Source: an optimization exercise on an open RTL-to-GDS flow (aim: small area, a short achievable clock period and few clock cycles per item). Production flows keep margins and buffers that such runs may drop.
The RTL was checked by simulation tests, not by an equivalence proof against the original design.

### config.mk
export PLATFORM = sky130hd
export DESIGN_NAME = alu_arbiter
export DESIGN_NICKNAME = alu_arbiter
export VERILOG_FILES = /design/flow/design.v
export SDC_FILE = /design/flow/constraint.sdc
export NUM_CORES = 4
export LEC_CHECK = 0
export ABC_CLOCK_PERIOD_IN_PS = 4000
export CAP_MARGIN = 20
export CORE_MARGIN = 2
export CORE_UTILIZATION = 40
export SETUP_SLACK_MARGIN = 5
export SLEW_MARGIN = 20
### constraint.sdc
create_clock -name core_clock -period 9.0 [get_ports {clk_i}]
set_input_delay 1.8000 -clock core_clock [delete_from_list [all_inputs] [get_ports {clk_i}]]
set_output_delay 1.8000 -clock core_clock [all_outputs]
set_load 0.01 [all_outputs]
### design.v
module alu_arbiter #(
    parameter int unsigned MUL_LAT = 3
) (
    input  logic        clk_i,
    input  logic        rst_i,
    input  logic        req0_valid_i,
    output logic        req0_ready_o,
    input  logic [2:0]  req0_op_i,
    input  logic [31:0] req0_src1_i,
    input  logic [31:0] req0_src2_i,
    input  logic        req1_valid_i,
    output logic        req1_ready_o,
    input  logic [2:0]  req1_op_i,
    input  logic [31:0] req1_src1_i,
    input  logic [31:0] req1_src2_i,
    output logic        rsp_valid_o,
    input  logic        rsp_ready_i,
    output logic        rsp_id_o,
    output logic [31:0] rsp_result_o,
    output logic        busy_o
);
    localparam int D_MUL = 0;    
    localparam int D_SUB = 1;    
    localparam int D_ARR = 2;    
    localparam int D_SUM = 3;    
    localparam int D_AND = 4;    
    localparam int D_XOR = 5;    
    localparam int D_SLL = 6;    
    localparam int D_SRA = 7;    
    function automatic logic [7:0] decode(input logic [2:0] op);
        logic [7:0] d;
        d[D_MUL] = (op == 3'b101);
        d[D_SUB] = (op == 3'b100);
        d[D_ARR] = (op == 3'b000) | (op == 3'b001) | (op == 3'b011) | (op == 3'b100) | (op == 3'b110);
        d[D_SUM] = (op == 3'b011) | (op == 3'b100) | (op == 3'b101) | (op == 3'b110);
        d[D_AND] = (op == 3'b000);
        d[D_XOR] = (op == 3'b001);
        d[D_SLL] = (op == 3'b010);
        d[D_SRA] = (op == 3'b111);
        decode = d;
    endfunction
    function automatic logic [11:0] booth(input logic [8:0] w);
        logic [11:0] b;
        for (int j = 0; j < 4; j++) begin
            b[j]     = w[2*j+1] ^ w[2*j];
            b[4 + j] = (w[2*j+2] & ~w[2*j+1] & ~w[2*j]) | (~w[2*j+2] & w[2*j+1] & w[2*j]);
            b[8 + j] = w[2*j+2] & ~(w[2*j+1] & w[2*j]);
        end
        booth = b;
    endfunction
    function automatic logic [11:0] first_digits(input logic [7:0] d, input logic [7:0] b);
        logic [11:0] r;
        r = booth({b, 1'b0}) & {12{d[D_MUL]}};
        r[0] = r[0] | d[D_ARR];
        first_digits = r;
    endfunction
    function automatic logic top_equal(input logic [24:0] x);
        top_equal = (x == 25'd0) | (x == {25{1'b1}});
    endfunction
    logic        last_grant_q;    
    logic        ex_valid_q;      
    logic        ex_first_q;      
    logic        ex_lastm_q;      
    logic [7:0]  ex_d_q;          
    logic [11:0] ex_bd_q;         
    logic        ex_id_q;
    logic [31:0] ex_a_q;          
    logic [31:0] ex_b_q;          
    logic        rsp_valid_q;
    logic        rsp_id_q;
    logic [31:0] rsp_res_q;
    logic        out_free;        
    logic        ex_adv;          
    logic        ex_last;         
    logic        ex_step;         
    logic        ex_done;
    logic        ex_free;         
    logic        grant;
    logic        accept;
    logic        ld0, ld1, hold;
    assign ex_last  = ~ex_d_q[D_MUL] | ex_lastm_q;
    assign out_free = ~rsp_valid_q | rsp_ready_i;
    assign ex_adv   = ex_valid_q & out_free;
    assign ex_done  = ex_adv & ex_last;
    assign ex_step  = ex_adv & ~ex_last;
    assign ex_free  = ~ex_valid_q | ex_done;
    assign grant  = req1_valid_i & (~req0_valid_i | ~last_grant_q);
    assign accept = (req0_valid_i | req1_valid_i) & ex_free;
    assign req0_ready_o = req0_valid_i & ~grant & ex_free;
    assign req1_ready_o = req1_valid_i &  grant & ex_free;
    assign ld0  = req0_ready_o;
    assign ld1  = req1_ready_o;
    assign hold = ~accept & ~ex_step;
    always_ff @(posedge clk_i or posedge rst_i) begin
        if (rst_i) begin
            last_grant_q <= 1'b1;
            ex_valid_q   <= 1'b0;
            rsp_valid_q  <= 1'b0;
        end else begin
            if (accept) last_grant_q <= grant;
            if (ex_free) ex_valid_q <= accept;
            rsp_valid_q <= ex_done | (rsp_valid_q & ~rsp_ready_i);
        end
    end
    logic [7:0]  d0, d1;
    logic [11:0] f0, f1, bn;
    assign d0 = decode(req0_op_i);
    assign d1 = decode(req1_op_i);
    assign f0 = first_digits(d0, req0_src2_i[7:0]);
    assign f1 = first_digits(d1, req1_src2_i[7:0]);
    assign bn = booth(ex_b_q[15:7]);
    always_ff @(posedge clk_i) begin
        ex_a_q  <= ({32{ld0}} & req0_src1_i) | ({32{ld1}} & req1_src1_i)
                 | ({32{hold}} & ex_a_q) | ({32{ex_step}} & {ex_a_q[23:0], 8'd0});
        ex_b_q  <= ({32{ld0}} & req0_src2_i) | ({32{ld1}} & req1_src2_i)
                 | ({32{hold}} & ex_b_q) | ({32{ex_step}} & {{8{ex_b_q[31]}}, ex_b_q[31:8]});
        ex_bd_q <= ({12{ld0}} & f0) | ({12{ld1}} & f1)
                 | ({12{hold}} & ex_bd_q) | ({12{ex_step}} & bn);
        ex_d_q  <= ({8{ld0}} & d0) | ({8{ld1}} & d1) | ({8{~accept}} & ex_d_q);
        ex_lastm_q <= (ld0 & top_equal(req0_src2_i[31:7])) | (ld1 & top_equal(req1_src2_i[31:7]))
                    | (hold & ex_lastm_q) | (ex_step & top_equal({{8{ex_b_q[31]}}, ex_b_q[31:15]}));
        ex_id_q    <= ld1 | (~accept & ex_id_q);
        ex_first_q <= accept | (hold & ex_first_q);
    end
    logic [3:0]  nb;
    logic [31:0] acc_t;
    logic [31:0] r0, r1, r2, r3;
    logic [31:0] row_a, row_b;
    logic [31:0] t_xor, t_and;
    logic [31:0] sum;
    logic [4:0]  sh;
    logic [31:0] sh_in;
    logic [31:0] sh_l1, sh_l2, sh_l3, sh_l4, sh_out;
    logic        fill;
    logic [31:0] s_sum, s_and, s_xor, s_sll, s_sra, s_hold;
    logic [3:0]  b_one, b_two, b_neg;
    assign b_one = ex_bd_q[3:0];
    assign b_two = ex_bd_q[7:4];
    assign b_neg = ex_bd_q[11:8];
    assign sh    = ex_b_q[4:0];
    always_comb begin
        for (int i = 0; i < 32; i++) begin
            r0[i] = ((b_one[0] & ex_a_q[i]) | (b_two[0] & (i >= 1 ? ex_a_q[i-1] : 1'b0))) ^ b_neg[0];
            r1[i] = i < 2 ? 1'b0 :
                    ((b_one[1] & ex_a_q[i-2]) | (b_two[1] & (i >= 3 ? ex_a_q[i-3] : 1'b0))) ^ b_neg[1];
            r2[i] = i < 4 ? 1'b0 :
                    ((b_one[2] & ex_a_q[i-4]) | (b_two[2] & (i >= 5 ? ex_a_q[i-5] : 1'b0))) ^ b_neg[2];
            r3[i] = i < 6 ? 1'b0 :
                    ((b_one[3] & ex_a_q[i-6]) | (b_two[3] & (i >= 7 ? ex_a_q[i-7] : 1'b0))) ^ b_neg[3];
        end
    end
    assign nb = {b_neg[3:1], b_neg[0] | ex_d_q[D_SUB]};
    assign acc_t = ({32{ex_d_q[D_MUL] & ~ex_first_q}} & rsp_res_q)
                 | ({32{ex_d_q[D_ARR]}} & (ex_b_q ^ {32{ex_d_q[D_SUB]}}));
    logic t0, t1, t2, t3, t4, t5, t6, t7, t8, t9, t10, t11, t12, t13, t14, t15, t16, t17, t18, t19, t20, t21, t22, t23, t24, t25, t26, t27, t28, t29, t30, t31, t32, t33, t34, t35, t36, t37, t38, t39, t40, t41, t42, t43, t44, t45, t46, t47, t48, t49, t50, t51, t52, t53, t54, t55, t56, t57, t58, t59, t60, t61, t62, t63, t64, t65, t66, t67, t68, t69, t70, t71, t72, t73, t74, t75, t76, t77, t78, t79, t80, t81, t82, t83, t84, t85, t86, t87, t88, t89, t90, t91, t92, t93, t94, t95, t96, t97, t98, t99, t100, t101, t102, t103, t104, t105, t106, t107, t108, t109, t110, t111, t112, t113, t114, t115, t116, t117, t118, t119, t120, t121, t122, t123, t124, t125, t126, t127, t128, t129, t130, t131, t132, t133, t134, t135, t136, t137, t138, t139, t140, t141, t142, t143, t144, t145, t146, t147, t148, t149, t150, t151, t152, t153, t154, t155, t156, t157, t158, t159, t160, t161, t162, t163, t164, t165, t166, t167, t168, t169, t170, t171, t172, t173, t174, t175, t176, t177, t178, t179, t180, t181, t182, t183, t184, t185, t186, t187, t188, t189, t190, t191, t192, t193, t194, t195, t196, t197, t198, t199, t200, t201, t202, t203, t204, t205, t206, t207, t208, t209, t210, t211, t212, t213, t214, t215, t216, t217, t218, t219, t220, t221, t222, t223, t224, t225, t226, t227, t228;
    assign t0 = acc_t[0] ^ nb[0];
    assign t1 = acc_t[0] & nb[0];
    assign t2 = acc_t[1] ^ r0[1];
    assign t3 = acc_t[1] & r0[1];
    assign t4 = acc_t[2] ^ r0[2] ^ r1[2];
    assign t5 = (acc_t[2] & r0[2]) | (acc_t[2] & r1[2]) | (r0[2] & r1[2]);
    assign t6 = nb[1] ^ t3;
    assign t7 = nb[1] & t3;
    assign t8 = acc_t[3] ^ r0[3] ^ r1[3];
    assign t9 = (acc_t[3] & r0[3]) | (acc_t[3] & r1[3]) | (r0[3] & r1[3]);
    assign t10 = t5 ^ t8;
    assign t11 = t5 & t8;
    assign t12 = acc_t[4] ^ r0[4] ^ r1[4];
    assign t13 = (acc_t[4] & r0[4]) | (acc_t[4] & r1[4]) | (r0[4] & r1[4]);
    assign t14 = nb[2] ^ r2[4] ^ t9;
    assign t15 = (nb[2] & r2[4]) | (nb[2] & t9) | (r2[4] & t9);
    assign t16 = t12 ^ t11;
    assign t17 = t12 & t11;
    assign t18 = acc_t[5] ^ r0[5] ^ r1[5];
    assign t19 = (acc_t[5] & r0[5]) | (acc_t[5] & r1[5]) | (r0[5] & r1[5]);
    assign t20 = r2[5] ^ t13 ^ t18;
    assign t21 = (r2[5] & t13) | (r2[5] & t18) | (t13 & t18);
    assign t22 = t15 ^ t20;
    assign t23 = t15 & t20;
    assign t24 = acc_t[6] ^ r0[6] ^ r1[6];
    assign t25 = (acc_t[6] & r0[6]) | (acc_t[6] & r1[6]) | (r0[6] & r1[6]);
    assign t26 = nb[3] ^ r2[6] ^ r3[6];
    assign t27 = (nb[3] & r2[6]) | (nb[3] & r3[6]) | (r2[6] & r3[6]);
    assign t28 = t19 ^ t24 ^ t26;
    assign t29 = (t19 & t24) | (t19 & t26) | (t24 & t26);
    assign t30 = t21 ^ t28;
    assign t31 = t21 & t28;
    assign t32 = acc_t[7] ^ r0[7] ^ r1[7];
    assign t33 = (acc_t[7] & r0[7]) | (acc_t[7] & r1[7]) | (r0[7] & r1[7]);
    assign t34 = r2[7] ^ r3[7] ^ t25;
    assign t35 = (r2[7] & r3[7]) | (r2[7] & t25) | (r3[7] & t25);
    assign t36 = t27 ^ t32 ^ t29;
    assign t37 = (t27 & t32) | (t27 & t29) | (t32 & t29);
    assign t38 = t34 ^ t31;
    assign t39 = t34 & t31;
    assign t40 = acc_t[8] ^ r0[8] ^ r1[8];
    assign t41 = (acc_t[8] & r0[8]) | (acc_t[8] & r1[8]) | (r0[8] & r1[8]);
    assign t42 = r2[8] ^ r3[8] ^ t33;
    assign t43 = (r2[8] & r3[8]) | (r2[8] & t33) | (r3[8] & t33);
    assign t44 = t40 ^ t35 ^ t42;
    assign t45 = (t40 & t35) | (t40 & t42) | (t35 & t42);
    assign t46 = t37 ^ t44;
    assign t47 = t37 & t44;
    assign t48 = acc_t[9] ^ r0[9] ^ r1[9];
    assign t49 = (acc_t[9] & r0[9]) | (acc_t[9] & r1[9]) | (r0[9] & r1[9]);
    assign t50 = r2[9] ^ r3[9] ^ t41;
    assign t51 = (r2[9] & r3[9]) | (r2[9] & t41) | (r3[9] & t41);
    assign t52 = t48 ^ t43 ^ t50;
    assign t53 = (t48 & t43) | (t48 & t50) | (t43 & t50);
    assign t54 = t45 ^ t52;
    assign t55 = t45 & t52;
    assign t56 = acc_t[10] ^ r0[10] ^ r1[10];
    assign t57 = (acc_t[10] & r0[10]) | (acc_t[10] & r1[10]) | (r0[10] & r1[10]);
    assign t58 = r2[10] ^ r3[10] ^ t49;
    assign t59 = (r2[10] & r3[10]) | (r2[10] & t49) | (r3[10] & t49);
    assign t60 = t56 ^ t51 ^ t58;
    assign t61 = (t56 & t51) | (t56 & t58) | (t51 & t58);
    assign t62 = t53 ^ t60;
    assign t63 = t53 & t60;
    assign t64 = acc_t[11] ^ r0[11] ^ r1[11];
    assign t65 = (acc_t[11] & r0[11]) | (acc_t[11] & r1[11]) | (r0[11] & r1[11]);
    assign t66 = r2[11] ^ r3[11] ^ t57;
    assign t67 = (r2[11] & r3[11]) | (r2[11] & t57) | (r3[11] & t57);
    assign t68 = t64 ^ t59 ^ t66;
    assign t69 = (t64 & t59) | (t64 & t66) | (t59 & t66);
    assign t70 = t61 ^ t68;
    assign t71 = t61 & t68;
    assign t72 = acc_t[12] ^ r0[12] ^ r1[12];
    assign t73 = (acc_t[12] & r0[12]) | (acc_t[12] & r1[12]) | (r0[12] & r1[12]);
    assign t74 = r2[12] ^ r3[12] ^ t65;
    assign t75 = (r2[12] & r3[12]) | (r2[12] & t65) | (r3[12] & t65);
    assign t76 = t72 ^ t67 ^ t74;
    assign t77 = (t72 & t67) | (t72 & t74) | (t67 & t74);
    assign t78 = t69 ^ t76;
    assign t79 = t69 & t76;
    assign t80 = acc_t[13] ^ r0[13] ^ r1[13];
    assign t81 = (acc_t[13] & r0[13]) | (acc_t[13] & r1[13]) | (r0[13] & r1[13]);
    assign t82 = r2[13] ^ r3[13] ^ t73;
    assign t83 = (r2[13] & r3[13]) | (r2[13] & t73) | (r3[13] & t73);
    assign t84 = t80 ^ t75 ^ t82;
    assign t85 = (t80 & t75) | (t80 & t82) | (t75 & t82);
    assign t86 = t77 ^ t84;
    assign t87 = t77 & t84;
    assign t88 = acc_t[14] ^ r0[14] ^ r1[14];
    assign t89 = (acc_t[14] & r0[14]) | (acc_t[14] & r1[14]) | (r0[14] & r1[14]);
    assign t90 = r2[14] ^ r3[14] ^ t81;
    assign t91 = (r2[14] & r3[14]) | (r2[14] & t81) | (r3[14] & t81);
    assign t92 = t88 ^ t83 ^ t90;
    assign t93 = (t88 & t83) | (t88 & t90) | (t83 & t90);
    assign t94 = t85 ^ t92;
    assign t95 = t85 & t92;
    assign t96 = acc_t[15] ^ r0[15] ^ r1[15];
    assign t97 = (acc_t[15] & r0[15]) | (acc_t[15] & r1[15]) | (r0[15] & r1[15]);
    assign t98 = r2[15] ^ r3[15] ^ t89;
    assign t99 = (r2[15] & r3[15]) | (r2[15] & t89) | (r3[15] & t89);
    assign t100 = t96 ^ t91 ^ t98;
    assign t101 = (t96 & t91) | (t96 & t98) | (t91 & t98);
    assign t102 = t93 ^ t100;
    assign t103 = t93 & t100;
    assign t104 = acc_t[16] ^ r0[16] ^ r1[16];
    assign t105 = (acc_t[16] & r0[16]) | (acc_t[16] & r1[16]) | (r0[16] & r1[16]);
    assign t106 = r2[16] ^ r3[16] ^ t97;
    assign t107 = (r2[16] & r3[16]) | (r2[16] & t97) | (r3[16] & t97);
    assign t108 = t104 ^ t99 ^ t106;
    assign t109 = (t104 & t99) | (t104 & t106) | (t99 & t106);
    assign t110 = t101 ^ t108;
    assign t111 = t101 & t108;
    assign t112 = acc_t[17] ^ r0[17] ^ r1[17];
    assign t113 = (acc_t[17] & r0[17]) | (acc_t[17] & r1[17]) | (r0[17] & r1[17]);
    assign t114 = r2[17] ^ r3[17] ^ t105;
    assign t115 = (r2[17] & r3[17]) | (r2[17] & t105) | (r3[17] & t105);
    assign t116 = t112 ^ t107 ^ t114;
    assign t117 = (t112 & t107) | (t112 & t114) | (t107 & t114);
    assign t118 = t109 ^ t116;
    assign t119 = t109 & t116;
    assign t120 = acc_t[18] ^ r0[18] ^ r1[18];
    assign t121 = (acc_t[18] & r0[18]) | (acc_t[18] & r1[18]) | (r0[18] & r1[18]);
    assign t122 = r2[18] ^ r3[18] ^ t113;
    assign t123 = (r2[18] & r3[18]) | (r2[18] & t113) | (r3[18] & t113);
    assign t124 = t120 ^ t115 ^ t122;
    assign t125 = (t120 & t115) | (t120 & t122) | (t115 & t122);
    assign t126 = t117 ^ t124;
    assign t127 = t117 & t124;
    assign t128 = acc_t[19] ^ r0[19] ^ r1[19];
    assign t129 = (acc_t[19] & r0[19]) | (acc_t[19] & r1[19]) | (r0[19] & r1[19]);
    assign t130 = r2[19] ^ r3[19] ^ t121;
    assign t131 = (r2[19] & r3[19]) | (r2[19] & t121) | (r3[19] & t121);
    assign t132 = t128 ^ t123 ^ t130;
    assign t133 = (t128 & t123) | (t128 & t130) | (t123 & t130);
    assign t134 = t125 ^ t132;
    assign t135 = t125 & t132;
    assign t136 = acc_t[20] ^ r0[20] ^ r1[20];
    assign t137 = (acc_t[20] & r0[20]) | (acc_t[20] & r1[20]) | (r0[20] & r1[20]);
    assign t138 = r2[20] ^ r3[20] ^ t129;
    assign t139 = (r2[20] & r3[20]) | (r2[20] & t129) | (r3[20] & t129);
    assign t140 = t136 ^ t131 ^ t138;
    assign t141 = (t136 & t131) | (t136 & t138) | (t131 & t138);
    assign t142 = t133 ^ t140;
    assign t143 = t133 & t140;
    assign t144 = acc_t[21] ^ r0[21] ^ r1[21];
    assign t145 = (acc_t[21] & r0[21]) | (acc_t[21] & r1[21]) | (r0[21] & r1[21]);
    assign t146 = r2[21] ^ r3[21] ^ t137;
    assign t147 = (r2[21] & r3[21]) | (r2[21] & t137) | (r3[21] & t137);
    assign t148 = t144 ^ t139 ^ t146;
    assign t149 = (t144 & t139) | (t144 & t146) | (t139 & t146);
    assign t150 = t141 ^ t148;
    assign t151 = t141 & t148;
    assign t152 = acc_t[22] ^ r0[22] ^ r1[22];
    assign t153 = (acc_t[22] & r0[22]) | (acc_t[22] & r1[22]) | (r0[22] & r1[22]);
    assign t154 = r2[22] ^ r3[22] ^ t145;
    assign t155 = (r2[22] & r3[22]) | (r2[22] & t145) | (r3[22] & t145);
    assign t156 = t152 ^ t147 ^ t154;
    assign t157 = (t152 & t147) | (t152 & t154) | (t147 & t154);
    assign t158 = t149 ^ t156;
    assign t159 = t149 & t156;
    assign t160 = acc_t[23] ^ r0[23] ^ r1[23];
    assign t161 = (acc_t[23] & r0[23]) | (acc_t[23] & r1[23]) | (r0[23] & r1[23]);
    assign t162 = r2[23] ^ r3[23] ^ t153;
    assign t163 = (r2[23] & r3[23]) | (r2[23] & t153) | (r3[23] & t153);
    assign t164 = t160 ^ t155 ^ t162;
    assign t165 = (t160 & t155) | (t160 & t162) | (t155 & t162);
    assign t166 = t157 ^ t164;
    assign t167 = t157 & t164;
    assign t168 = acc_t[24] ^ r0[24] ^ r1[24];
    assign t169 = (acc_t[24] & r0[24]) | (acc_t[24] & r1[24]) | (r0[24] & r1[24]);
    assign t170 = r2[24] ^ r3[24] ^ t161;
    assign t171 = (r2[24] & r3[24]) | (r2[24] & t161) | (r3[24] & t161);
    assign t172 = t168 ^ t163 ^ t170;
    assign t173 = (t168 & t163) | (t168 & t170) | (t163 & t170);
    assign t174 = t165 ^ t172;
    assign t175 = t165 & t172;
    assign t176 = acc_t[25] ^ r0[25] ^ r1[25];
    assign t177 = (acc_t[25] & r0[25]) | (acc_t[25] & r1[25]) | (r0[25] & r1[25]);
    assign t178 = r2[25] ^ r3[25] ^ t169;
    assign t179 = (r2[25] & r3[25]) | (r2[25] & t169) | (r3[25] & t169);
    assign t180 = t176 ^ t171 ^ t178;
    assign t181 = (t176 & t171) | (t176 & t178) | (t171 & t178);
    assign t182 = t173 ^ t180;
    assign t183 = t173 & t180;
    assign t184 = acc_t[26] ^ r0[26] ^ r1[26];
    assign t185 = (acc_t[26] & r0[26]) | (acc_t[26] & r1[26]) | (r0[26] & r1[26]);
    assign t186 = r2[26] ^ r3[26] ^ t177;
    assign t187 = (r2[26] & r3[26]) | (r2[26] & t177) | (r3[26] & t177);
    assign t188 = t184 ^ t179 ^ t186;
    assign t189 = (t184 & t179) | (t184 & t186) | (t179 & t186);
    assign t190 = t181 ^ t188;
    assign t191 = t181 & t188;
    assign t192 = acc_t[27] ^ r0[27] ^ r1[27];
    assign t193 = (acc_t[27] & r0[27]) | (acc_t[27] & r1[27]) | (r0[27] & r1[27]);
    assign t194 = r2[27] ^ r3[27] ^ t185;
    assign t195 = (r2[27] & r3[27]) | (r2[27] & t185) | (r3[27] & t185);
    assign t196 = t192 ^ t187 ^ t194;
    assign t197 = (t192 & t187) | (t192 & t194) | (t187 & t194);
    assign t198 = t189 ^ t196;
    assign t199 = t189 & t196;
    assign t200 = acc_t[28] ^ r0[28] ^ r1[28];
    assign t201 = (acc_t[28] & r0[28]) | (acc_t[28] & r1[28]) | (r0[28] & r1[28]);
    assign t202 = r2[28] ^ r3[28] ^ t193;
    assign t203 = (r2[28] & r3[28]) | (r2[28] & t193) | (r3[28] & t193);
    assign t204 = t200 ^ t195 ^ t202;
    assign t205 = (t200 & t195) | (t200 & t202) | (t195 & t202);
    assign t206 = t197 ^ t204;
    assign t207 = t197 & t204;
    assign t208 = acc_t[29] ^ r0[29] ^ r1[29];
    assign t209 = (acc_t[29] & r0[29]) | (acc_t[29] & r1[29]) | (r0[29] & r1[29]);
    assign t210 = r2[29] ^ r3[29] ^ t201;
    assign t211 = (r2[29] & r3[29]) | (r2[29] & t201) | (r3[29] & t201);
    assign t212 = t208 ^ t203 ^ t210;
    assign t213 = (t208 & t203) | (t208 & t210) | (t203 & t210);
    assign t214 = t205 ^ t212;
    assign t215 = t205 & t212;
    assign t216 = acc_t[30] ^ r0[30] ^ r1[30];
    assign t217 = (acc_t[30] & r0[30]) | (acc_t[30] & r1[30]) | (r0[30] & r1[30]);
    assign t218 = r2[30] ^ r3[30] ^ t209;
    assign t219 = (r2[30] & r3[30]) | (r2[30] & t209) | (r3[30] & t209);
    assign t220 = t216 ^ t211 ^ t218;
    assign t221 = (t216 & t211) | (t216 & t218) | (t211 & t218);
    assign t222 = t213 ^ t220;
    assign t223 = t213 & t220;
    assign t224 = acc_t[31] ^ r0[31] ^ r1[31];
    assign t225 = (acc_t[31] & r0[31]) | (acc_t[31] & r1[31]) | (r0[31] & r1[31]);
    assign t226 = r2[31] ^ r3[31] ^ t217;
    assign t227 = t224 ^ t219 ^ t226;
    assign t228 = t221 ^ t227;
    assign row_a = {t223, t215, t207, t199, t191, t183, t175, t167, t159, t151, t143, t135, t127, t119, t111, t103, t95, t87, t79, t71, t63, t55, t47, t39, t36, t23, t17, t14, t7, t4, t1, r0[0]};
    assign row_b = {t228, t222, t214, t206, t198, t190, t182, t174, t166, t158, t150, t142, t134, t126, t118, t110, t102, t94, t86, t78, t70, t62, t54, t46, t38, t30, t22, t16, t10, t6, t2, t0};
    assign t_xor = {t224, t216, t208, t200, t192, t184, t176, t168, t160, t152, t144, t136, t128, t120, t112, t104, t96, t88, t80, t72, t64, t56, t48, t40, t32, t24, t18, t12, t8, t4, t2, ex_a_q[0] ^ ex_b_q[0]};
    assign t_and = {t225, t217, t209, t201, t193, t185, t177, t169, t161, t153, t145, t137, t129, t121, t113, t105, t97, t89, t81, t73, t65, t57, t49, t41, t33, t25, t19, t13, t9, t5, t3, ex_a_q[0] & ex_b_q[0]};
    assign sum = row_a + row_b;
    always_comb begin
        for (int i = 0; i < 32; i++) begin
            sh_in[i] = ex_d_q[D_SLL] ? ex_a_q[31 - i] : ex_a_q[i];
        end
    end
    assign fill   = ex_d_q[D_SRA] & ex_a_q[31];
    assign sh_l1  = sh[0] ? {fill, sh_in[31:1]}           : sh_in;
    assign sh_l2  = sh[1] ? {{2{fill}}, sh_l1[31:2]}      : sh_l1;
    assign sh_l3  = sh[2] ? {{4{fill}}, sh_l2[31:4]}      : sh_l2;
    assign sh_l4  = sh[3] ? {{8{fill}}, sh_l3[31:8]}      : sh_l3;
    assign sh_out = sh[4] ? {{16{fill}}, sh_l4[31:16]}    : sh_l4;
    assign s_sum  = {32{ex_adv & ex_d_q[D_SUM]}};
    assign s_and  = {32{ex_adv & ex_d_q[D_AND]}};
    assign s_xor  = {32{ex_adv & ex_d_q[D_XOR]}};
    assign s_sll  = {32{ex_adv & ex_d_q[D_SLL]}};
    assign s_sra  = {32{ex_adv & ex_d_q[D_SRA]}};
    assign s_hold = {32{~ex_adv}};
    always_ff @(posedge clk_i) begin
        for (int i = 0; i < 32; i++) begin
            rsp_res_q[i] <= (s_sum[i] & sum[i]) | (s_and[i] & t_and[i]) | (s_xor[i] & t_xor[i])
                          | (s_sll[i] & sh_out[31 - i]) | (s_sra[i] & sh_out[i])
                          | (s_hold[i] & rsp_res_q[i]);
        end
        rsp_id_q <= (ex_adv & ex_id_q) | (~ex_adv & rsp_id_q);
    end
    assign rsp_valid_o  = rsp_valid_q;
    assign rsp_id_o     = rsp_id_q;
    assign rsp_result_o = rsp_res_q;
    assign busy_o       = ex_valid_q | rsp_valid_q;
endmodule
### flow/run.sh
#!/bin/bash
# Standard layout, with the port buffers made from the smallest buffer cell
# (buffer_ports -buffer_cell) instead of the default choice. The make output
# goes to make.log; each ORFS step keeps its own log under orfs/logs.
set -euo pipefail
bash standard.sh "BUFFER_PORTS_ARGS=-buffer_cell sky130_fd_sc_hd__buf_1" finish > make.log 2>&1
### standard.sh
#!/bin/bash
# synth_recipe.tcl (not shown) runs the flow's synth.tcl, then flattens the netlist and writes it again
# the make line also repeats each setting of config.mk as NAME=value (left out here)
make -C /OpenROAD-flow-scripts/flow DESIGN_CONFIG=/design/flow/config.mk WORK_HOME=/design/flow/orfs CLKGATE_MAP_FILE= SYNTH_SCRIPT=/design/flow/synth_recipe.tcl "${@:-finish}"
==> flow_summary.json, run 1 <==
{
  "status": "finished clean",
  "rr_worst_depth": 18,
  "final_max_slew_viol_count": 0,
  "clock_sinks": 123,
  "met2_usage_pct": 50.7,
  "path_depth": 18,
  "synth_common_cells": "nand2_1, a22oi_1, clkbuf_1",
  "drtAntennaViolNets": 0,
  "ys.flop_type": "dfxtp_1",
  "design.core.area_sq_mm": 0.0374,
  "worstSetupStartpointType": "flop",
  "die_w_microns": 198,
  "worstMarginPinSlew_ns": 0.977,
  "synth-edff-count": 1,
  "met3_usage_pct": 7.95,
  "final_nets": 2247,
  "hold_depth": 0,
  "ys_types": 79,
  "netlist.area_leader.share_pct": 15.8,
  "n_fill_cell": 3534,
  "clkSlewWorstSetupHoldPaths_ns": 0.07,
  "cts_buffer_depth": 2,
  "drc": 0,
  "final_core_util_pct": 50.2,
  "grt_max_degree": 73,
  "vias": 16000,
  "first_pass_iters": 9,
  "final_area_sq_mm": 0.0188,
  "setup_ws_ns": 4.19,
  "setup_tns_ns": 0,
  "post-route-period-util_pct": 53.4,
  "finalHoldViolCount": 0,
  "min_path_type": "reg -> reg",
  "max_slew_margin_pct": 34.8,
  "rows": 71,
  "avgSynthCellArea_sq_um": 8.28,
  "grtUsageTotal_pct": 32.7,
  "post_drt_via_cell_ratio": 6.44,
  "syn_nets": 2115,
  "crit_family": "adder cells",
  "critPathBufInv": 2,
  "drt-initial-drc-count": 2391,
  "start_util_pct": 40.3,
  "seq_area_frac_synth_pct": 16.5,
  "netlist_instances": 1822,
  "async_flop_share_pct": 2.44,
  "antenna_found_initial": 2,
  "grt_use_met1_pct": 43.4,
  "die_area_sq_mm": 0.0393,
  "period_needed_ns": 4.81,
  "critPathSlowestCell": "dfxtp_4",
  "cap_violations": 0,
  "hold_buffers": 0,
  "yosys_warnings": 1,
  "rsz0062_at_grt": "true",
  "die_h_microns": 198,
  "cp_cell_sequence": "a22oi_2 -> xor2_1 -> fa_2 -> inv_2 -> fa_1 -> fa_1 -> ha_4 -> ha_4 -> a21o_1 -> a21o_1 -> a2111o_1 -> nor2_4 -> o41ai_4 -> buf_6 -> a211o_1 -> a31oi_2 -> o41a_1 -> nand3_1",
  "yosys.area.top_type": "dfxtp_1",
  "layout.area.seq_sq_mm": 0.00258,
  "io_buffers": 175,
  "fin_skew_ns": 0.0165,
  "cts_buffers": 17,
  "wl_microns": 64900,
  "multiInputGateArea_sq_mm": 0.0127,
  "netlist_area_sq_mm": 0.0151,
  "synthTopCellsByArea": "dfxtp_1, fa_1, a22oi_1",
  "io_pins": 176,
  "place.gp.congestion": 1.01,
  "cp_data_arrival_time_ns": 5.15,
  "finalSetupViolations": 0,
  "h-tree-depth": 4,
  "grt_pass1_wl_microns": 96000,
  "worst-path-max-fanout": 14,
  "place_area_sq_mm": 0.0162,
  "area_growth_pct": 24.4,
  "layout-drive-gt1-share_pct": 21.9,
  "grt_pass1_vias": 15000,
  "synth-seq-cells": 123,
  "wl_per_cell_microns": 26.2,
  "fmax_ghz": 0.208,
  "grt_busiest_layer": "met2",
  "cts_tree": "yes",
  "num_antenna_cells": 0,
  "critical_path_class": "reg -> reg",
  "critical_path.max_stage_delay_ns": 0.51,
  "end_kind": "flop",
  "post-place-ws_ns": 3.13,
  "clk_latency_ns": 0.45,
  "cts-root-buf": "clkbuf_16",
  "overflow": 0,
  "synth_most_common_cell": "nand2_1",
  "place.detailed.hpwl_microns": 45700,
  "required_ns": 9.34
}
flip-flops by register name (all words and copies together), names as in the netlist, named ones only:
name	count
ex_first_q	1
ex_b_q	32
ex_id_q	1
rsp_valid_q	1
ex_valid_q	1
ex_lastm_q	1
ex_a_q	32
rsp_res_q	32
ex_d_q	8
ex_bd_q	12
last_grant_q	1
placed cells by master (no fill, tap or decap), drive strengths merged, types with 27 or more instances in the layout:
cell,netlist,routed
mux2,27,27
mux2i,35,35
a222oi,57,57
dfxtp,119,119
nand4,29,29
fa,81,81
buf,50,281
ha,73,73
o21ai,79,79
inv,84,86
a21oi,72,72
mux4,29,29
xor2,96,96
nand2,224,225
a22oi,162,162
xnor2,81,81
nand3,48,48
nor2,105,105
per-layer routing:
metal / part of all wire (%) / up-vias
met5: 0.040 / -
met2: 43 / 1107
li1: - / 7014
met1: 40 / 7662
met3: 12 / 173
met4: 4.8 / 4
worst paths after layout:
check	start	endpoint	slack, ns
max	ex_a_q[7]	rsp_res_q[29]	4.19
min	ex_id_q	flop	0.45
max reg2reg	ex_a_q[7]	rsp_res_q[29]	4.19
min reg2reg	ex_id_q	flop	0.45
max in group asynchronous	rst_i	last_grant_q	7.61
min in group asynchronous	rst_i	ex_valid_q	1.18
final cells by class:
| class | instances | share of cell area, % |
|---|---|---|
| inverter | 86 | 1.79 |
| clock inverter | 12 | 0.880 |
| multi-input combinational | 1438 | 67.7 |
| tap | 511 | 3.41 |
| sequential | 123 | 13.7 |
| timing repair inverter | 2 | 0.0933 |
| clock buffer | 20 | 2.33 |
| timing repair buffer | 286 | 10.1 |
stage by stage:
step | hold slack (ns) | cells
2_1_floorplan | 0.409 | 1822
3_3_place_gp | 0.421 | 2362
3_5_place_dp | 0.435 | 2362
4_1_cts | 0.451 | 2451
5_1_grt | 0.458 | 2478
6_report | 0.452 | 2478
logic make-up after synthesis:
kind of cell / synth area share [%]
AO/OA/AOI/OAI: 25.9
XOR/XNOR: 10.3
adder cells (fa/ha/maj): 16.8
buffers and inverters: 7.07
flip-flops: 16.5
multiplexers: 9.05
AND/OR/NAND/NOR: 14.4
repair_timing:
item,CTS,global route
buffers inserted,48,27
setup endpoints to repair,109,36
pin swaps,62,52
endpoints found under the hold margin,0,0
cloned,9,0
resized for setup,182,70
Testbench counts, summed over its fixed seeds: cycles 3,103, items 2,400.
==> inputs of run 2 (changes only) <==
==> flow/run.sh (replaced) <==
#!/bin/bash
# Standard synthesis, then the standard layout with the settings below
# passed to make. make's output goes to synth.log and layout.log; each ORFS
# step keeps its own log under orfs/logs.
set -euo pipefail
bash standard.sh synth > synth.log 2>&1
args=(
  "BUFFER_PORTS_ARGS=-buffer_cell sky130_fd_sc_hd__buf_1"
  "CTS_ARGS=-sink_clustering_enable -repair_clock_nets -dont_use_dummy_load -root_buf sky130_fd_sc_hd__clkbuf_8 -buf_list {sky130_fd_sc_hd__clkbuf_4 sky130_fd_sc_hd__clkbuf_8}"
)
bash standard.sh "${args[@]}" finish > layout.log 2>&1
--- a/config.mk
+++ b/config.mk
@@ -7,2 +7,3 @@
 export LEC_CHECK = 0
+export ABC_AREA = 1
 export ABC_CLOCK_PERIOD_IN_PS = 4000
@@ -11,3 +12,3 @@
 export CORE_UTILIZATION = 40
-export SETUP_SLACK_MARGIN = 5
+export SETUP_SLACK_MARGIN = 4.45
 export SLEW_MARGIN = 20
==> flow_summary.json, run 2 <==
{
  "die_area_sq_mm": 0.0408,
  "h-tree-depth": 4,
  "post-place-ws_ns": 3.28,
  "ys_types": 54,
  "final_max_slew_viol_count": 0,
  "grtUsageTotal_pct": 34.3,
  "timing.hold.ws_ns": 0.448,
  "wl_met2_microns": 30300,
  "clkSlewWorstSetupHoldPaths_ns": 0.10,
  "layout_commonest_cell": "nand2_1",
  "synth_common_cells": "nand2_1, nand3_1, inv_1",
  "max_slew_margin_pct": 49.0,
  "finalHoldViolCount": 0,
  "post-route-period-util_pct": 49.9,
  "io_buffers": 175,
  "synthTopCellsByArea": "dfxtp_1, nand2_1, nand3_1",
  "numPlacedInstances": 2959,
  "io_pins": 176,
  "syn_nets": 2668,
  "cp_cell_sequence": "buf_1 -> a21boi_2 -> nor2_2 -> nand2_8 -> inv_16 -> clkbuf_2",
  "reg_top3": "ex_a_q: 32 flops, ex_b_q: 32 flops, rsp_res_q: 32 flops",
  "cts_buffers": 17,
  "place.detailed.hpwl_microns": 54400,
  "cts-root-buf": "clkbuf_8",
  "cts_buffer_depth": 2,
  "grt_max_degree": 71,
  "design.core.area_sq_mm": 0.0386,
  "num_antenna_cells": 0,
  "ys.flop_type": "dfxtp_1",
  "grt_pass1_wl_microns": 106000,
  "setup_ws_ns": 4.51,
  "rsz0062_at_grt": "true",
  "start_util_pct": 40.5,
  "antenna_found_initial": 0,
  "drtAntennaViolNets": 0,
  "final_core_util_pct": 46.8,
  "drt-initial-drc-count": 2402,
  "clock_sinks": 123,
  "critical_path_class": "in -> out",
  "die_w_microns": 202,
  "critPathSlowestCell": "a21boi_2",
  "yosys_warnings": 1,
  "status": "finished clean",
  "place_area_sq_mm": 0.0165,
  "synth-seq-cells": 123,
  "route.met3.wl_microns": 7110,
  "overflow": 0,
  "avgSynthCellArea_sq_um": 6.60,
  "fmax_ghz": 0.223,
  "wl_microns": 71900,
  "hold_depth": 0,
  "end_kind": "output pin",
  "crit_family": "compound AO/OA/AOI/OAI gates",
  "critPathBufInv": 3,
  "first_pass_iters": 6,
  "min_path_type": "reg -> reg",
  "rr_worst_depth": 17,
  "period_needed_ns": 4.49,
  "die_h_microns": 202,
  "netlist.area_leader.share_pct": 15.2,
  "synth_most_common_cell": "nand2_1",
  "wirelength_met1_microns": 30700,
  "hold_buffers": 0,
  "layout_common_cells": "nand2_1, nand3_1, inv_1",
  "netlist_instances": 2375,
  "wl_per_cell_microns": 23.9,
  "area_growth_pct": 15.4,
  "post_drt_via_cell_ratio": 6.11,
  "layout-drive-gt1-share_pct": 10.9,
  "place.gp.congestion": 1.00,
  "stdcell_count": 3013,
  "drc": 0,
  "required_ns": 7.20,
  "vias": 18400,
  "seq_area_frac_synth_pct": 15.9,
  "grt_pass1_vias": 17100,
  "final_nets": 2790,
  "finalSetupViolations": 0,
  "cts_tree": "yes",
  "yosys.area.top_type": "dfxtp_1",
  "path_depth": 6,
  "clk_latency_ns": 0.49,
  "worstSetupStartpointType": "input pin",
  "worst-path-max-fanout": 2,
  "rows": 72,
  "netlist_area_sq_mm": 0.0157,
  "critical_path.max_stage_delay_ns": 0.34,
  "worstMarginPinSlew_ns": 0.763,
  "top_layer": "met4",
  "cap_violations": 0,
  "async_flop_share_pct": 2.44,
  "fin_skew_ns": 0.0438,
  "cp_data_arrival_time_ns": 2.69,
  "synth-edff-count": 1,
  "setup_tns_ns": 0,
  "final_area_sq_mm": 0.0181
}
## run 2: cell count changes after synthesis, sizes merged, moves of 29 or more
cell    before  now
inv         84  261
a222oi      57    0
xnor2       81    3
nand4       29   59
nor2       105  140
nand3       48  361
mux2i       35    0
nand2      224  546
o22ai       15  126
a221oi      20   63
mux4        29    0
clkbuf     126   59
a22oi      162    0
## run 2: cell type report
| cell class | instances | area (sq um) |
|---|---|---|
| clock buffers | 17 | 234 |
| flip-flops and latches | 123 | 2510 |
| repair buffers | 227 | 1190 |
| repair inverters | 5 | 42.5 |
| multi-input cells | 1834 | 12300 |
| fillers | 4035 | 20600 |
| inverters | 289 | 1200 |
| well taps | 518 | 648 |
## run 2: timing repair
| item | 4_1_cts | 5_1_grt |
|---|---|---|
| setup buffers | 12 | 16 |
| pin swaps | 5 | 25 |
| gates cloned | 8 | 1 |
| gates resized for setup | 107 | 109 |
| setup endpoints to repair | 27 | 26 |
## run 2: kinds of logic (layout without fill, tap and decap cells)
logic type / count (synthesis) / count (layout) / synth area share [%]
AO/OA/AOI/OAI: 395 / 395 / 17.5
XOR/XNOR: 118 / 118 / 6.60
adder cells (fa/ha/maj): 154 / 154 / 16.2
buffers and inverters: 419 / 538 / 10.8
flip-flops: 123 / 123 / 15.9
multiplexers: 1 / 1 / 0.0719
AND/OR/NAND/NOR: 1165 / 1166 / 33.0
## run 2: layer usage
metal  global-route usage, %  vias up
li1                        -     8414
met1                    47.7     8713
met2                    51.5     1116
met3                    6.26      175
met4                    15.9        0
met5                       0        -
## run 2: path summary, 6_finish.rpt
kind                               from             to  slack [ns]
max in group asynchronous         rst_i   last_grant_q        7.67
min in group asynchronous         rst_i     ex_valid_q        1.12
setup / recovery           req1_valid_i   req0_ready_o        4.51
hold reg to reg                 ex_id_q           flop        0.45
hold / removal                  ex_id_q           flop        0.45
setup reg to reg             ex_bd_q[9]  rsp_res_q[26]        4.53
## run 2: worst register-to-register path, stage by stage, from the launching register on
cell	delay, ns
dfxtp_2	0.55
inv_6	0.21
xor2_1	0.26
fa_1	0.45
inv_2	0.11
fa_1	0.45
fa_1	0.51
ha_1	0.33
ha_2	0.39
nand2_1	0.15
nor2_4	0.14
nand2_1	0.11
nor4_1	0.19
nand2_1	0.16
nand2_1	0.10
nand2_1	0.04
nand3_1	0.09
nand4_1	0.09
==> inputs of run 3 (changes only) <==
==> flow/run.sh (replaced) <==
#!/bin/bash
# Standard synthesis and layout; the port buffers are made from the smallest
# buffer cell (buffer_ports -buffer_cell) instead of the default choice.
# make's output goes to synth.log and layout.log; each ORFS step keeps its
# own log under orfs/logs.
set -euo pipefail
bash standard.sh synth > synth.log 2>&1
bash standard.sh "BUFFER_PORTS_ARGS=-buffer_cell sky130_fd_sc_hd__buf_1" finish > layout.log 2>&1
--- a/config.mk
+++ b/config.mk
@@ -12,3 +12,3 @@
 export CORE_UTILIZATION = 40
-export SETUP_SLACK_MARGIN = 4.45
+export SETUP_SLACK_MARGIN = 5
 export SLEW_MARGIN = 20
==> flow_summary.json, run 3 <==
{
  "seq_area_frac_synth_pct": 15.9,
  "finalSetupViolations": 0,
  "critPathSlowestCell": "o21ai_4",
  "die_w_microns": 202,
  "end_kind": "output pin",
  "num_antenna_cells": 0,
  "wl_microns": 75700,
  "grt_pass1_vias": 18100,
  "n_fill_cell": 3701,
  "overflow": 0,
  "syn_nets": 2668,
  "post-place-ws_ns": 3.28,
  "min_path_type": "reg -> reg",
  "grt_max_degree": 71,
  "cts_buffers": 17,
  "rows": 72,
  "synthTopCellsByArea": "dfxtp_1, nand2_1, nand3_1",
  "synth-edff-count": 1,
  "yosys_warnings": 1,
  "die_area_sq_mm": 0.0408,
  "period_needed_ns": 4.40,
  "area_growth_pct": 33.2,
  "r2r-end": "rsp_res_q[14]",
  "max_slew_margin_pct": 47.8,
  "vias": 19200,
  "final_core_util_pct": 54.0,
  "netlist_instances": 2375,
  "layout_commonest_cell": "nand2_1",
  "die_h_microns": 202,
  "cts_buffer_depth": 2,
  "endpoint": "req1_ready_o",
  "rsz0062_at_grt": "true",
  "yosys.area.top_type": "dfxtp_1",
  "cts-root-buf": "clkbuf_16",
  "reg_top3": "ex_a_q: 32 flops, ex_b_q: 32 flops, rsp_res_q: 32 flops",
  "worstSetupStartpointType": "input pin",
  "layout-drive-gt1-share_pct": 25.0,
  "netlist.area_leader.share_pct": 15.2,
  "drt-initial-drc-count": 2563,
  "required_ns": 7.20,
  "cts_tree": "yes",
  "cpMostUsedCell": "nand2_8",
  "layout_common_cells": "nand2_1, nand3_1, inv_1",
  "cp_cell_sequence": "buf_8 -> inv_8 -> nand2_8 -> nand2_8 -> o21ai_4 -> buf_6 -> nand2_8 -> inv_16 -> buf_6",
  "rr_worst_depth": 22,
  "h-tree-depth": 4,
  "worst-path-max-fanout": 2,
  "status": "finished clean",
  "io_buffers": 175,
  "fmax_ghz": 0.227,
  "clk_latency_ns": 0.46,
  "drtAntennaViolNets": 0,
  "worstReg2RegStart": "ex_d_q[1]",
  "wl_per_cell_microns": 24.3,
  "drc": 0,
  "async_flop_share_pct": 2.44,
  "setup_ws_ns": 4.60,
  "grtUsageTotal_pct": 36.0,
  "synth_most_common_cell": "nand2_1",
  "r2r_slack_ns": 4.65,
  "critical_path_class": "in -> out",
  "post_drt_via_cell_ratio": 6.16,
  "place.gp.congestion": 1.03,
  "grt_pass1_wl_microns": 112000,
  "synth_common_cells": "nand2_1, nand3_1, inv_1",
  "setup_tns_ns": 0,
  "post-route-period-util_pct": 48.9,
  "ys_types": 54,
  "first_pass_iters": 6,
  "netlist_area_sq_mm": 0.0157,
  "design.core.area_sq_mm": 0.0386,
  "critical_path.max_stage_delay_ns": 0.19,
  "fin_skew_ns": 0.0126,
  "setup.worst_path.start": "rsp_ready_i",
  "antenna_found_initial": 0,
  "final_nets": 2879,
  "cp_data_arrival_time_ns": 2.60,
  "final_max_slew_viol_count": 0,
  "io_pins": 176,
  "synth-seq-cells": 123,
  "cap_violations": 0,
  "clkSlewWorstSetupHoldPaths_ns": 0.06,
  "ys.flop_type": "dfxtp_1",
  "clock_sinks": 123,
  "avgSynthCellArea_sq_um": 6.60,
  "start_util_pct": 40.5,
  "place.detailed.hpwl_microns": 53200,
  "worstMarginPinSlew_ns": 0.781,
  "finalHoldViolCount": 0
}
==> run 3: routing by layer <==
metal | up-vias | part of all wire (%) | track usage (%)
met5 | - | 0 | 0
met2 | 1289 | 42 | 53.8
met1 | 9042 | 40 | 47.2
met4 | 0 | 7.8 | 23.5
li1 | 8612 | - | -
met3 | 263 | 10 | 7.00
==> run 3: final cells by class <==
type | count | area (sq um) | share of cell area, %
clock buffer | 18 | 429 | 2.06
clock inverter | 14 | 185 | 0.887
inverter | 289 | 1280 | 6.15
sequential | 123 | 2540 | 12.2
multi-input combinational | 1834 | 13600 | 64.9
tap | 518 | 648 | 3.10
timing repair buffer | 314 | 2180 | 10.4
timing repair inverter | 7 | 57.6 | 0.276
==> run 3: how the worst min path moves through the flow <==
stage                 to  depth (start not counted)    start
global route        flop                          0  ex_id_q
global placement    flop                          0  ex_id_q
detailed placement  flop                          0  ex_id_q
floorplan           flop                          0  ex_id_q
finish              flop                          0  ex_id_q
CTS                 flop                          0  ex_id_q
==> run 3: worst max-delay path, delay by kind of cell <==
| kind | cells | cell delay, ns |
|---|---|---|
| AO/OA/AOI/OAI | 1 | 0.19 |
| buffers and inverters | 5 | 0.41 |
| AND/OR/NAND/NOR | 3 | 0.18 |
==> run 3: cell families after synthesis <==
family | Yosys count | share of synthesized area, %
mux | 1 | 0.0719
buf+inv | 419 | 10.8
xor+xnor | 118 | 6.60
fa+ha+maj | 154 | 16.2
compound gates | 395 | 17.5
simple gates | 1165 | 33.0
flops | 123 | 15.9
==> run 3: through the flow <==
stage / cell area (sq um) / std cells / hold slack [ns]
2_1_floorplan: 15800 / 2375 / 0.409
3_3_place_gp: 16600 / 2956 / 0.417
3_5_place_dp: 16600 / 2956 / 0.429
4_1_cts: 19900 / 3080 / 0.432
5_1_grt: 20900 / 3117 / 0.458
6_report: 20900 / 3117 / 0.435
==> run 3: what timing repair did <==
| item | CTS | global route |
|---|---|---|
| buffers inserted | 78 | 35 |
| setup endpoints to repair | 29 | 30 |
| gates cloned | 14 | 2 |
| hold buffers | 0 | 0 |
| gates resized for setup | 451 | 189 |
| pin swaps | 141 | 152 |
==> inputs of run 4 (changes only) <==
--- a/config.mk
+++ b/config.mk
@@ -12,3 +12,3 @@
 export CORE_UTILIZATION = 40
-export SETUP_SLACK_MARGIN = 5
+export SETUP_SLACK_MARGIN = 4.3
 export SLEW_MARGIN = 20
==> flow_summary.json, run 4 <==
{
  "area_growth_pct": 14.9,
  "clkSlewWorstSetupHoldPaths_ns": 0.07,
  "final_nets": 2783,
  "fin_skew_ns": 0.0192,
  "netlist_area_sq_mm": 0.0157,
  "cts_buffer_depth": 2,
  "first_pass_iters": 8,
  "yosys.area.top_type": "dfxtp_1",
  "worstMarginPinSlew_ns": 0.745,
  "finalSetupViolations": 0,
  "layout-drive-gt1-share_pct": 9.07,
  "synth-seq-cells": 123,
  "grt_max_degree": 71,
  "final_max_slew_viol_count": 0,
  "vias": 18300,
  "grt_pass1_wl_microns": 105000,
  "period_needed_ns": 4.61,
  "drt-initial-drc-count": 2404,
  "hold_buffers": 0,
  "antenna_found_initial": 2,
  "post_drt_via_cell_ratio": 6.04,
  "rsz0062_at_grt": "true",
  "design.core.area_sq_mm": 0.0386,
  "start_util_pct": 40.5,
  "synth_top_family_by_area": "simple AND/OR/NAND/NOR gates",
  "syn_nets": 2668,
  "yosys_warnings": 1,
  "required_ns": 7.20,
  "synth_most_common_cell": "nand2_1",
  "synth_common_cells": "nand2_1, nand3_1, inv_1",
  "cts-root-buf": "clkbuf_16",
  "synth-xor-area-share_pct": 6.60,
  "h-tree-depth": 4,
  "place.gp.congestion": 1.00,
  "cts_tree": "yes",
  "layout_common_cells": "nand2_1, nand3_1, inv_1",
  "end_kind": "output pin",
  "grtUsageTotal_pct": 33.9,
  "io_pins": 176,
  "drtAntennaViolNets": 0,
  "grt_pass1_vias": 17000,
  "wl_per_cell_microns": 23.6,
  "seq_area_frac_synth_pct": 15.9,
  "layout_commonest_cell": "nand2_1",
  "critical_path_class": "in -> out",
  "max_slew_margin_pct": 50.2,
  "overflow": 0,
  "die_w_microns": 202,
  "avgSynthCellArea_sq_um": 6.60,
  "rows": 72,
  "synth_mux_area_share_pct": 0.0719,
  "ys_types": 54,
  "r2r_slack_ns": 4.45,
  "synthAdderAreaFrac_pct": 16.2,
  "worst-path-max-fanout": 11,
  "netlist.area_leader.share_pct": 15.2,
  "setup_tns_ns": 0,
  "netlist_instances": 2375,
  "synthTopCellsByArea": "dfxtp_1, nand2_1, nand3_1",
  "clock_sinks": 123,
  "post-route-period-util_pct": 51.2,
  "clk_latency_ns": 0.45,
  "die_h_microns": 202,
  "synth-edff-count": 1,
  "wl_microns": 71200,
  "cts_buffers": 17,
  "ys.flop_type": "dfxtp_1",
  "drc": 0,
  "synth-compound-area-share_pct": 17.5,
  "cp_data_arrival_time_ns": 2.81,
  "synth-simple-area-share_pct": 33.0,
  "async_flop_share_pct": 2.44,
  "worstSetupStartpointType": "input pin",
  "cap_violations": 0,
  "min_path_type": "reg -> reg",
  "place.detailed.hpwl_microns": 54400,
  "status": "finished clean",
  "reg_top3": "ex_a_q: 32 flops, ex_b_q: 32 flops, rsp_res_q: 32 flops",
  "die_area_sq_mm": 0.0408,
  "io_buffers": 175,
  "final_core_util_pct": 46.6,
  "fmax_ghz": 0.217,
  "finalHoldViolCount": 0
}
run 4: cell counts after synthesis:
Identical to the previous run, type by type.
run 4: metrics by stage:
step | cells | instance area (sq um) | hold WS (ns) | setup slack [ns]
finish | 3023 | 18000 | 0.441 | 4.39
global route | 3021 | 18000 | 0.450 | 4.27
CTS | 3005 | 17400 | 0.440 | 4.30
detailed placement | 2959 | 16500 | 0.429 | 3.28
global placement | 2959 | 16500 | 0.421 | 3.30
floorplan | 2375 | 15700 | 0.409 | 4.52
run 4: cell type report:
class                   instances  area (sq um)
clock buffers                  17           425
repair buffers                220          1100
well taps                     518           648
fillers                      4010         20600
flip-flops and latches        123          2500
repair inverters                5          38.8
diodes                          2          5.00
inverters                     289          1190
multi-input cells            1834         11900
clock inverters                15           185
run 4: logic make-up (layout without fill, tap and decap cells):
| family | after synthesis | in the layout |
|---|---|---|
| and+or+nand+nor | 1165 | 1166 |
| buffers and inverters | 419 | 546 |
| AOI/OAI and AO/OA | 395 | 395 |
| adders and majority gates | 154 | 154 |
| DFF | 123 | 123 |
| xor gates and xnor gates | 118 | 118 |
| muxes | 1 | 1 |
| other | 0 | 2 |
run 4: final timing paths:
| kind | startpoint | to | cells past startpoint |
|---|---|---|---|
| setup / recovery | rsp_ready_i | req0_ready_o | 9 |
| hold / removal | ex_id_q | flop | 0 |
| setup reg to reg | ex_d_q[1] | rsp_res_q[20] | 21 |
| hold reg to reg | ex_id_q | flop | 0 |
| max in group asynchronous | rst_i | last_grant_q | 2 |
| min in group asynchronous | rst_i | rsp_valid_q | 2 |
run 4: layer usage:
metal  routed length (microns)  part of all wire (%)  GRT usage (%)
met4                      3390                   4.8           15.0
met3                      7310                    10           5.97
met5                         0                     0              0
met2                     30300                    43           51.1
met1                     30200                    42           47.3
run 4: repair_timing:
action                                 in CTS  in global routing
gates cloned                                5                  3
endpoints found under the hold margin       0                  0
setup buffers                               9                 13
resized for setup                          48                 97
pin swaps                                   3                  5
setup endpoints to repair                  25                 27
run 4: worst max-delay path: stages:
cell	delay, ns
buf_1	0.07
inv_1	0.06
nand2_4	0.09
nand2_8	0.06
o21ai_4	0.26
buf_12	0.15
nand2_8	0.09
inv_16	0.07
buf_1	0.14
==> inputs of run 5 (changes only) <==
--- a/config.mk
+++ b/config.mk
@@ -12,3 +12,3 @@
 export CORE_UTILIZATION = 40
-export SETUP_SLACK_MARGIN = 4.3
+export SETUP_SLACK_MARGIN = 4.55
 export SLEW_MARGIN = 20
==> flow_summary.json, run 5 <==
{
  "status": "finished clean",
  "rsz0062_at_grt": "true",
  "fin_skew_ns": 0.0158,
  "area_growth_pct": 21.2,
  "end_kind": "output pin",
  "min_path_type": "reg -> reg",
  "cts_buffers": 17,
  "h-tree-depth": 4,
  "cts_tree": "yes",
  "drt-initial-drc-count": 2488,
  "place.gp.congestion": 1.01,
  "yosys.area.top_type": "dfxtp_1",
  "die_h_microns": 202,
  "hold_buffers": 0,
  "synthTopCellsByArea": "dfxtp_1, nand2_1, nand3_1",
  "grt_pass1_wl_microns": 106000,
  "synth_common_cells": "nand2_1, nand3_1, inv_1",
  "avgSynthCellArea_sq_um": 6.60,
  "first_pass_iters": 6,
  "n_fill_cell": 3861,
  "period_needed_ns": 4.45,
  "seq_area_frac_synth_pct": 15.9,
  "netlist_area_sq_mm": 0.0157,
  "cap_violations": 0,
  "cts-root-buf": "clkbuf_16",
  "die_w_microns": 202,
  "critPathSlowestCell": "o21ai_4",
  "async_flop_share_pct": 2.44,
  "design.core.area_sq_mm": 0.0386,
  "overflow": 0,
  "finalHoldViolCount": 0,
  "post-route-period-util_pct": 49.5,
  "io_pins": 176,
  "yosys_warnings": 1,
  "syn_nets": 2668,
  "final_core_util_pct": 49.1,
  "cp_cell_sequence": "buf_1 -> inv_2 -> nand2_4 -> nand2_8 -> o21ai_4 -> buf_12 -> nand2_8 -> inv_16 -> buf_6",
  "cp_data_arrival_time_ns": 2.65,
  "clock_sinks": 123,
  "final_max_slew_viol_count": 0,
  "io_buffers": 175,
  "critical_path_class": "in -> out",
  "worst-path-max-fanout": 2,
  "grt_pass1_vias": 17500,
  "wl_per_cell_microns": 23.7,
  "wl_microns": 72200,
  "vias": 18700,
  "critical_path.max_stage_delay_ns": 0.22,
  "synth-edff-count": 1,
  "drc": 0,
  "ys.flop_type": "dfxtp_1",
  "grt_max_degree": 71,
  "setup_tns_ns": 0,
  "finalSetupViolations": 0,
  "cpMostUsedCell": "nand2_8",
  "start_util_pct": 40.5,
  "clk_latency_ns": 0.45,
  "worstSetupStartpointType": "input pin",
  "layout_common_cells": "nand2_1, nand3_1, inv_1",
  "reg_top3": "ex_a_q: 32 flops, ex_b_q: 32 flops, rsp_res_q: 32 flops",
  "antenna_found_initial": 2,
  "fmax_ghz": 0.225,
  "layout-drive-gt1-share_pct": 14.4,
  "netlist.area_leader.share_pct": 15.2,
  "synth_most_common_cell": "nand2_1",
  "max_slew_margin_pct": 46.4,
  "rows": 72,
  "clkSlewWorstSetupHoldPaths_ns": 0.07,
  "netlist_instances": 2375,
  "place.detailed.hpwl_microns": 53200,
  "drtAntennaViolNets": 0,
  "final_nets": 2808,
  "worstMarginPinSlew_ns": 0.804,
  "grtUsageTotal_pct": 33.9,
  "ys_types": 54,
  "post_drt_via_cell_ratio": 6.13,
  "synth-seq-cells": 123,
  "layout_commonest_cell": "nand2_1",
  "cts_buffer_depth": 2,
  "required_ns": 7.20,
  "die_area_sq_mm": 0.0408
}
run 5: cell types whose count changed in the layout (fill, tap and decap cells not counted), sizes merged:
| cell | previous run | this run |
|---|---|---|
| clkbuf | 19 | 21 |
| inv | 281 | 279 |
| buf | 218 | 241 |
| clkinv | 18 | 21 |
| clkinvlp | 9 | 7 |
| bufbuf | 0 | 1 |
| diode | 2 | 1 |
run 5: final cells by class:
| class | count | area (sq um) | area share (%) |
|---|---|---|---|
| multi-input combinational | 1834 | 12500 | 65.9 |
| sequential | 123 | 2510 | 13.2 |
| timing repair buffer | 245 | 1470 | 7.73 |
| inverter | 289 | 1210 | 6.36 |
| tap | 518 | 648 | 3.41 |
| clock buffer | 18 | 439 | 2.31 |
| clock inverter | 14 | 150 | 0.791 |
| timing repair inverter | 5 | 42.5 | 0.224 |
| antenna | 1 | 2.50 | 0.0132 |
run 5: cell families (layout without fill, tap and decap cells):
group	after synthesis	in the layout	synth area share [%]
AO/OA/AOI/OAI	395	395	17.5
flip-flops	123	123	15.9
XOR/XNOR	118	118	6.60
buffers and inverters	419	571	10.8
multiplexers	1	1	0.0719
adder cells (fa/ha/maj)	154	154	16.2
AND/OR/NAND/NOR	1165	1166	33.0
other	0	1	0
run 5: per-layer routing:
layer | global-route usage, % | part of all wire, % | routed length (microns)
met1 | 45.6 | 41 | 29600
met2 | 50.6 | 42 | 30200
met3 | 7.30 | 11 | 7780
met4 | 18.3 | 6.5 | 4690
met5 | 0 | 0.0097 | 7
run 5: worst paths after layout:
path / start / cells after the start / slack (ns) / endpoint
min in group asynchronous: rst_i / 2 / 1.17 / ex_valid_q
worst max register to register: ex_d_q[1] / 23 / 4.58 / rsp_res_q[31]
max in group asynchronous: rst_i / 2 / 7.62 / last_grant_q
worst min-delay path: ex_id_q / 0 / 0.45 / flop
worst min register to register: ex_id_q / 0 / 0.45 / flop
worst max-delay path: rsp_ready_i / 9 / 4.55 / req0_ready_o
run 5: critical path: cells and delay by family:
kind,cells,cell delay (ns)
buffers and inverters,5,0.42
AO/OA/AOI/OAI,1,0.22
AND/OR/NAND/NOR,3,0.22
run 5: through the flow:
step | instance area, sq um | hold WS [ns] | setup slack, ns | instances
floorplan | 15700 | 0.409 | 4.56 | 2375
global placement | 16500 | 0.418 | 3.37 | 2958
detailed placement | 16500 | 0.437 | 3.33 | 2958
CTS | 17900 | 0.446 | 4.54 | 3015
global route | 19000 | 0.472 | 4.46 | 3046
finish | 19000 | 0.446 | 4.55 | 3047
run 5: what timing repair did:
item | in CTS | in global routing
pin swaps | 11 | 78
buffers inserted | 17 | 28
cloned | 8 | 3
setup endpoints to repair | 28 | 28
endpoints found under the hold margin | 0 | 0
gates resized for setup | 128 | 185

==> re-timing with driven ports <==
Ports are ideal in the flow. The routed layouts listed here were re-timed in OpenROAD.
Step 1, drivers: a clkbuf_16 drives clk_i and a buf_2 each remaining input, both assumed.
Step 2 moves the port delays by t, midway between the first and last clock arrival at a register: inputs arrive t later, outputs are due t later. That takes back most of the time a late clock gives input paths.
a / b / c = ideal / step 1 / step 2; a / b = the first two.
run	shift t [ns]	slack for setup (ns)	worst setup path after step 2	clock arrival spread, ns	worst register clock-pin slew, ns
run 1	0.488	4.191 / 4.191 / 4.191	register to register	0.017 / 0.016	0.07 / 0.07
run 2	0.522	4.513 / 4.491 / 4.439	input to register	0.044 / 0.043	0.10 / 0.10
run 3	0.504	4.601 / 4.551 / 4.551	input to output	0.015 / 0.016	0.07 / 0.07
run 4	0.498	4.392 / 4.369 / 4.369	input to output	0.019 / 0.019	0.08 / 0.08
run 5	0.503	4.546 / 4.524 / 4.406	input to register	0.016 / 0.016	0.07 / 0.07
After both steps setup and hold are still met in every run listed. For run 5, which loses most, drivers alone change the setup slack by -0.022 ns; drivers and shift together by -0.140 ns.
